Context: an optimization exercise on an open-source flow, tuned for small area, a short achievable clock period and few clock cycles. The choices shown serve that exercise and are no tape-out recipe. RTL that was checked went through simulation tests only; none was proved equivalent to the original. Power is estimated from default activity; no workload was simulated.

== job 101 ==
==> flow/design.v (excerpt) <==
module battleship_top (
    input  logic        clk,
    input  logic        reset,
    input  logic        read,
    input  logic [9:0]  req,
    output logic [11:0] data_out,
    output logic        data_ready
);
    localparam logic [2:0] K_PLACED = 3'd0, K_REJ = 3'd1, K_MISS = 3'd2,
                           K_HIT = 3'd3, K_WIN = 3'd4;
    function automatic logic ge4(input logic [3:0] a, input logic [3:0] b);
        logic [3:0] g, p;
        g = a & ~b;
        p = a | ~b;
        ge4 = g[3]
            | (p[3] & g[2])
            | (p[3] & p[2] & g[1])
            | (p[3] & p[2] & p[1] & p[0]);
    endfunction
    function automatic logic [3:0] sub_sat(input logic [3:0] a, input int k);
        sub_sat = 4'd0;
        for (int v = 0; v < 16; v++)
            if (a == 4'(v))
                sub_sat = (v >= k) ? 4'(v - k) : 4'd0;
    endfunction
    function automatic logic [3:0] add_k(input logic [3:0] a, input int k);
        add_k = 4'd0;
        for (int v = 0; v < 16; v++)
            if (a == 4'(v))
                add_k = 4'(v + k);
    endfunction
    localparam logic [4:0] HITS_16 = 5'b10111;
    function automatic logic [4:0] lfsr_next(input logic [4:0] v);
        lfsr_next = {v[3:0], !(v[4] ^ v[2])};
    endfunction
    function automatic int lm1_of(input int k);
        case (k)
            0:       lm1_of = 4;
            1:       lm1_of = 3;
            4:       lm1_of = 1;
            default: lm1_of = 2;
        endcase
    endfunction
    logic        placing_q;          
    logic        over_q;             
    logic        turn_q;             
    logic        bsel_q;             
    logic [4:0]  sidx_q;             
    logic [4:0]  hits [2];           
    logic        f_place;            
    logic        f_end;              
  ...
Size: roughly 330 flip-flops, about 26 I/O pins, ~16000 µm² of cells after synthesis.
Settings: LEC_CHECK=0, CAP_MARGIN=20, CORE_MARGIN=2, CORE_UTILIZATION=55, SETUP_SLACK_MARGIN=5, SLEW_MARGIN=20; clock period 9.0 ns.
run.sh (not shown) runs the stock make flow with config.mk's settings and CLKGATE_MAP_FILE= SYNTH_SCRIPT=/design/flow/synth_recipe.tcl, a recipe that flattens the netlist after the stock synthesis.
### job 101 -> job 102
-- flow/config.mk --
<<< job 101, line 6
export NUM_CORES = 4
export LEC_CHECK = 0
export CAP_MARGIN = 20
export CORE_MARGIN = 2
export CORE_UTILIZATION = 55
export SETUP_SLACK_MARGIN = 5
export SLEW_MARGIN = 20
>>> job 102, line 6
export NUM_CORES = 4
export LEC_CHECK = 0
export ABC_AREA = 1
export CAP_MARGIN = 20
export CORE_MARGIN = 2
export CORE_UTILIZATION = 55
export CTS_BUF_LIST = sky130_fd_sc_hd__clkbuf_4 sky130_fd_sc_hd__clkbuf_8
export SETUP_SLACK_MARGIN = 5
export SLEW_MARGIN = 20
- As far as arrival time of data at the critical path endpoint is concerned, job 102 and job 101 perform about the same.
- Of the two values seen for cell kind with the greatest summed area, registers was produced by job 102 and multi-input gates by job 101.
- Design area, job 101 and job 102, lower one = job 102.
- Run comparison: job 101 first element of the critical path req[5]; job 102 first element of the critical path req[7]
- Critical path depth ends up lower on job 101.
- Job 102 gives more synthesized netlist net count than job 101 did.
- Lower worst setup slack after layout goes to job 101 over job 102.
Function was not checked in any run of this note: the RTL went through the layout flow alone.

Setup of before:
Another version of the RTL of battleship_top (not shown whole).
For scale: ~1900 cells after synthesis, about 320 flip-flops, about 26 I/O pins, about 15000 um2 of cells after synthesis.
clock: 9.0 ns
lec_check: 0
abc_area: 1
cap_margin: 20
core_margin: 2
core_utilization: 55
cts_buf_list: sky130_fd_sc_hd__clkbuf_4 sky130_fd_sc_hd__clkbuf_8
slew_margin: 20
standard.sh (not shown) runs the stock make flow with config.mk's settings and CLKGATE_MAP_FILE= SYNTH_SCRIPT=/design/flow/synth_recipe.tcl, a recipe that flattens the netlist after the stock synthesis.
==> flow/flow/run.sh <==
#!/bin/bash
set -euo pipefail
bash standard.sh SETUP_SLACK_MARGIN=5 "BUFFER_PORTS_ARGS=-buffer_cell sky130_fd_sc_hd__buf_4" finish > flow_standard.log 2>&1
Testbench counts of before, summed over its fixed seeds: cycles 2,888.
--- input diff before..after ---
==> flow/flow/run.sh <==
#!/bin/bash
set -euo pipefail
bash standard.sh SETUP_SLACK_MARGIN=6 finish > flow_standard.log 2>&1
Results
- after gives less layout clock buffer count than before did.
- After detailed routing, before needs less wire than after.
- Looking at combinational power share, after sits 2.3 points above before.
- Total inserted antenna cells came out exactly the same in after and before.
- Against before, after comes in 9.3% higher on power.
- Re synthesized-area fraction occupied by and/or/nand/nor cells: no difference whatsoever between before and after.
- The lower all-layer global routing usage of after and before is in before.

battleship_top, a different RTL version from the one above (not shown whole).
Size in the first run: about 1600 cells after synthesis, roughly 320 flip-flops, about 26 I/O pins, ~15000 µm² of cells after synthesis.
clock: 9.0 ns
lec_check: 0
cap_margin: 20
core_margin: 2
core_utilization: 55
setup_slack_margin: 5
slew_margin: 20
run.sh (not shown) runs the stock make flow with config.mk's settings and CLKGATE_MAP_FILE= SYNTH_SCRIPT=/design/flow/synth_recipe.tcl, a recipe that flattens the netlist after the stock synthesis.
Stock flow here: none of the scripts above is used.
Edit:
--- a/flow/config.mk
+++ b/flow/config.mk
@@ -10 +10 @@
-export CORE_UTILIZATION = 55
+export CORE_UTILIZATION = 70
Via count rose by 6.5%. Register-to-register slack stays flat. Count of clock-buffer cells in the layout drops by 9. Total power went down by 3.9%. Final area is lower by 0.81%. Wire length goes up by 1.3%. Final cell count drops by 3.2%. Global-route usage climbs by 9.6 points.
Edit:
--- a/flow/config.mk
+++ b/flow/config.mk
@@ -10,2 +10,2 @@
-export CORE_UTILIZATION = 70
-export SETUP_SLACK_MARGIN = 5
+export CORE_UTILIZATION = 55
+export SETUP_SLACK_MARGIN = 3.5
What happened: Cell area is lower by a few percent. Via count is lower by roughly a tenth. Cell count stays flat. Wire length is lower by roughly a tenth. Area after synthesis does not change. Setup slack got worse by 0.70 ns. Clock skew is lower by 0.0049 ns. Clock power barely changes.
No run of this note included a check of the RTL's function; only the layout flow was run.

battleship_top, a different RTL version from the one above (not shown whole).
For scale: about 2,000 cells after synthesis, roughly 320 flip-flops, about 26 I/O pins, about 15,000 µm² of cells after synthesis.
Settings: LEC_CHECK=0, ABC_AREA=1, CAP_MARGIN=20, CORE_MARGIN=2, CORE_UTILIZATION=62, CTS_BUF_LIST=sky130_fd_sc_hd__clkbuf_8 sky130_fd_sc_hd__clkbuf_16, CTS_CLUSTER_DIAMETER=80, CTS_CLUSTER_SIZE=24, PLACE_DENSITY=0.72, SLEW_MARGIN=20; clock period 9.0 ns.
standard.sh (not shown) runs the stock make flow with config.mk's settings and CLKGATE_MAP_FILE= SYNTH_SCRIPT=/design/flow/synth_recipe.tcl, a recipe that flattens the netlist after the stock synthesis.
==> flow/flow/run.sh <==
#!/bin/bash
set -euo pipefail
bash standard.sh SETUP_SLACK_MARGIN=6 "BUFFER_PORTS_ARGS=-buffer_cell sky130_fd_sc_hd__buf_4" finish > flow_standard.log 2>&1
Testbench counts at the start, summed over its fixed seeds: cycles 2,888.
Rerun with:
==> flow/flow/run.sh (replaced) <==
#!/bin/bash
set -euo pipefail
bash standard.sh SETUP_SLACK_MARGIN=7 "BUFFER_PORTS_ARGS=-buffer_cell sky130_fd_sc_hd__buf_4" finish > flow_standard.log 2>&1
Settings changed: CORE_UTILIZATION 62 to 55, PLACE_DENSITY 0.72 to default.
=>
- cell area is higher by about a fifth
- global-route usage goes up by 2.5 points
- worst hold slack degrades by 0.0056 ns
Rerun with:
==> flow/flow/run.sh (replaced) <==
#!/bin/bash
set -euo pipefail
bash standard.sh SETUP_SLACK_MARGIN=6 "BUFFER_PORTS_ARGS=-buffer_cell sky130_fd_sc_hd__buf_4" finish > flow_standard.log 2>&1
=>
- The changed run completed with no timing, DRC or antenna violations
- clock-buffer cell count fell by 4
- global-route usage fell by 4.6 points
- total power fell by a few percent
Rerun with:
==> flow/flow/run.sh (replaced) <==
#!/bin/bash
set -euo pipefail
bash standard.sh SETUP_SLACK_MARGIN=5.5 "BUFFER_PORTS_ARGS=-buffer_cell sky130_fd_sc_hd__buf_4" finish > flow_standard.log 2>&1
Total power came out lower by 0.81%.
Worst setup slack got worse by 0.36 ns.
Clock skew came out lower by 0.031 ns.
Via count came out lower by 3.7%.
Sequential share of layout area came out higher by 3.3 points.
Die area does not change.
Sequential cell count stays the same.
Global-route usage came out lower by 2.6 points.
Clock-buffer cell count came out higher by 3.
Sequential power is about the same.
Hold slack hardly moves.

Another version of the RTL of battleship_top (not shown whole).
Size: ~1900 cells after synthesis, about 320 flip-flops, about 26 I/O pins, roughly 0.014 sq mm of cells after synthesis.
Design battleship_top, start of the top module:
module battleship_top (
    input  logic        clk,
    input  logic        reset,
    input  logic        read,
    input  logic [9:0]  req,
    output logic [11:0] data_out,
    output logic        data_ready
);
export LEC_CHECK = 0
export ABC_AREA = 1
export CAP_MARGIN = 20
export CORE_MARGIN = 2
export CORE_UTILIZATION = 55
export CTS_BUF_LIST = sky130_fd_sc_hd__clkbuf_8 sky130_fd_sc_hd__clkbuf_16
export CTS_CLUSTER_DIAMETER = 80
export CTS_CLUSTER_SIZE = 24
export SLEW_MARGIN = 20
create_clock -name core_clock -period 9.0 [get_ports {clk}]
==> flow/flow/run.sh <==
#!/bin/bash
set -euo pipefail
bash standard.sh SETUP_SLACK_MARGIN=6.1 "BUFFER_PORTS_ARGS=-buffer_cell sky130_fd_sc_hd__buf_4" finish > flow_standard.log 2>&1
Testbench counts at the start, summed over its fixed seeds: cycles 2,888.
Rerun with:
==> flow/flow/run.sh (replaced) <==
#!/bin/bash
set -euo pipefail
bash standard.sh SETUP_SLACK_MARGIN=5.8 "BUFFER_PORTS_ARGS=-buffer_cell sky130_fd_sc_hd__buf_4" finish > flow_standard.log 2>&1
Via count drops by a few percent. Global-route usage drops by 0.40 points. Power climbs slightly. Worst setup slack degrades by 130 ps. Count of clock-buffer cells in the layout climbs by 1. Sequential power hardly moves. Final area drops by a few percent.
Rerun with:
==> flow/flow/run.sh (replaced) <==
#!/bin/bash
set -euo pipefail
bash standard.sh SETUP_SLACK_MARGIN=6 "BUFFER_PORTS_ARGS=-buffer_cell sky130_fd_sc_hd__buf_4" finish > flow_standard.log 2>&1
--- a/flow/config.mk
+++ b/flow/config.mk
@@ -11 +11 @@
-export CORE_UTILIZATION = 55
+export CORE_UTILIZATION = 50
Worst hold slack is about the same.
First-iteration DRC count is lower by a quarter to a third.
Setup slack improved by 110 ps.
Non-clock buffer count is higher by 55.
Clock skew barely changes.
Sequential power barely changes.
Fmax is higher by a few percent.
Count of clock-buffer cells in the layout is lower by 1.
Die area is higher by roughly a tenth.
Via count is higher slightly.
Rerun with:
--- a/flow/config.mk
+++ b/flow/config.mk
@@ -11 +11 @@
-export CORE_UTILIZATION = 50
+export CORE_UTILIZATION = 55
@@ -13,2 +13,2 @@
-export CTS_CLUSTER_DIAMETER = 80
-export CTS_CLUSTER_SIZE = 24
+export CTS_CLUSTER_DIAMETER = 70
+export CTS_CLUSTER_SIZE = 20
Result: The new run finished clean; clock-buffer cell count increases by 4; worst hold slack degrades by 4.7 ps; sequential power is about the same; non-clock buffer count increases by 7; final cell count decreases by about 1.7%; design area increases by about 0.7%; worst setup slack improves by 74 ps; clock power increases by about 20%; clock skew stays flat; utilization increases by 6.6 points.
Rerun with:
--- a/flow/config.mk
+++ b/flow/config.mk
@@ -13,2 +13,2 @@
-export CTS_CLUSTER_DIAMETER = 70
-export CTS_CLUSTER_SIZE = 20
+export CTS_CLUSTER_DIAMETER = 80
+export CTS_CLUSTER_SIZE = 24
After rerunning:
- The changed run finished clean
- cell count fell by 0.31%
- power fell by 5.2%
- via count is about the same

## what the ideal ports hide
In the flow no input, the clock included, has a driving cell. The finished layouts below were timed again as built, in two steps.
Step 1 sets driving cells, clkbuf_16 on the clock port and buf_2 on the other inputs (assumed; they add their load-dependent delay and slew).
Step 2 also shifts input and output timing later by t, the mid clock arrival at the registers, as if the neighbouring blocks saw the same clock.
Slacks: ideal / step 1 / step 2; pairs: ideal / step 1.
| run | t (ns) | setup WS [ns] | hold WS [ns] |
|---|---|---|---|
| job 101 | 0.571 | 5.030 / 5.048 / 4.476 | 0.466 / 0.466 / 0.466 |
| job 102 | 0.641 | 5.099 / 5.131 / 4.490 | 0.452 / 0.452 / 0.452 |
| before | 0.624 | 5.036 / 5.061 / 4.437 | 0.457 / 0.457 / 0.457 |
| after | 0.655 | 5.434 / 5.446 / 4.791 | 0.458 / 0.458 / 0.458 |
| the first run of note 3 | 0.566 | 4.267 / 4.285 / 3.719 | 0.466 / 0.466 / 0.466 |
| the second run of note 3 | 0.564 | 4.333 / 4.308 / 3.745 | 0.465 / 0.465 / 0.465 |
| the third run of note 3 | 0.559 | 3.638 / 3.666 / 3.107 | 0.467 / 0.467 / 0.467 |
| the first run of note 4 | 0.575 | 5.635 / 5.587 / 5.012 | 0.466 / 0.466 / 0.466 |
| the second run of note 4 | 0.588 | 5.147 / 5.091 / 4.503 | 0.460 / 0.460 / 0.460 |
| the third run of note 4 | 0.586 | 5.816 / 5.702 / 5.116 | 0.463 / 0.463 / 0.463 |
| the fourth run of note 4 | 0.571 | 5.457 / 5.461 / 4.890 | 0.465 / 0.465 / 0.465 |
| the first run of note 5 | 0.573 | 5.856 / 5.805 / 5.308 | 0.478 / 0.478 / 0.478 |
| the second run of note 5 | 0.569 | 5.730 / 5.720 / 5.152 | 0.473 / 0.473 / 0.473 |
| the third run of note 5 | 0.567 | 5.844 / 5.792 / 5.287 | 0.474 / 0.474 / 0.474 |
| the fourth run of note 5 | 0.580 | 5.918 / 5.866 / 5.321 | 0.469 / 0.469 / 0.469 |
| the fifth run of note 5 | 0.571 | 5.911 / 5.861 / 5.322 | 0.471 / 0.471 / 0.471 |
After both steps setup and hold are still met in every run listed. The setup slack of the third run of note 4, which loses most, moves by -0.114 ns with the drivers and by -0.700 ns with both steps.
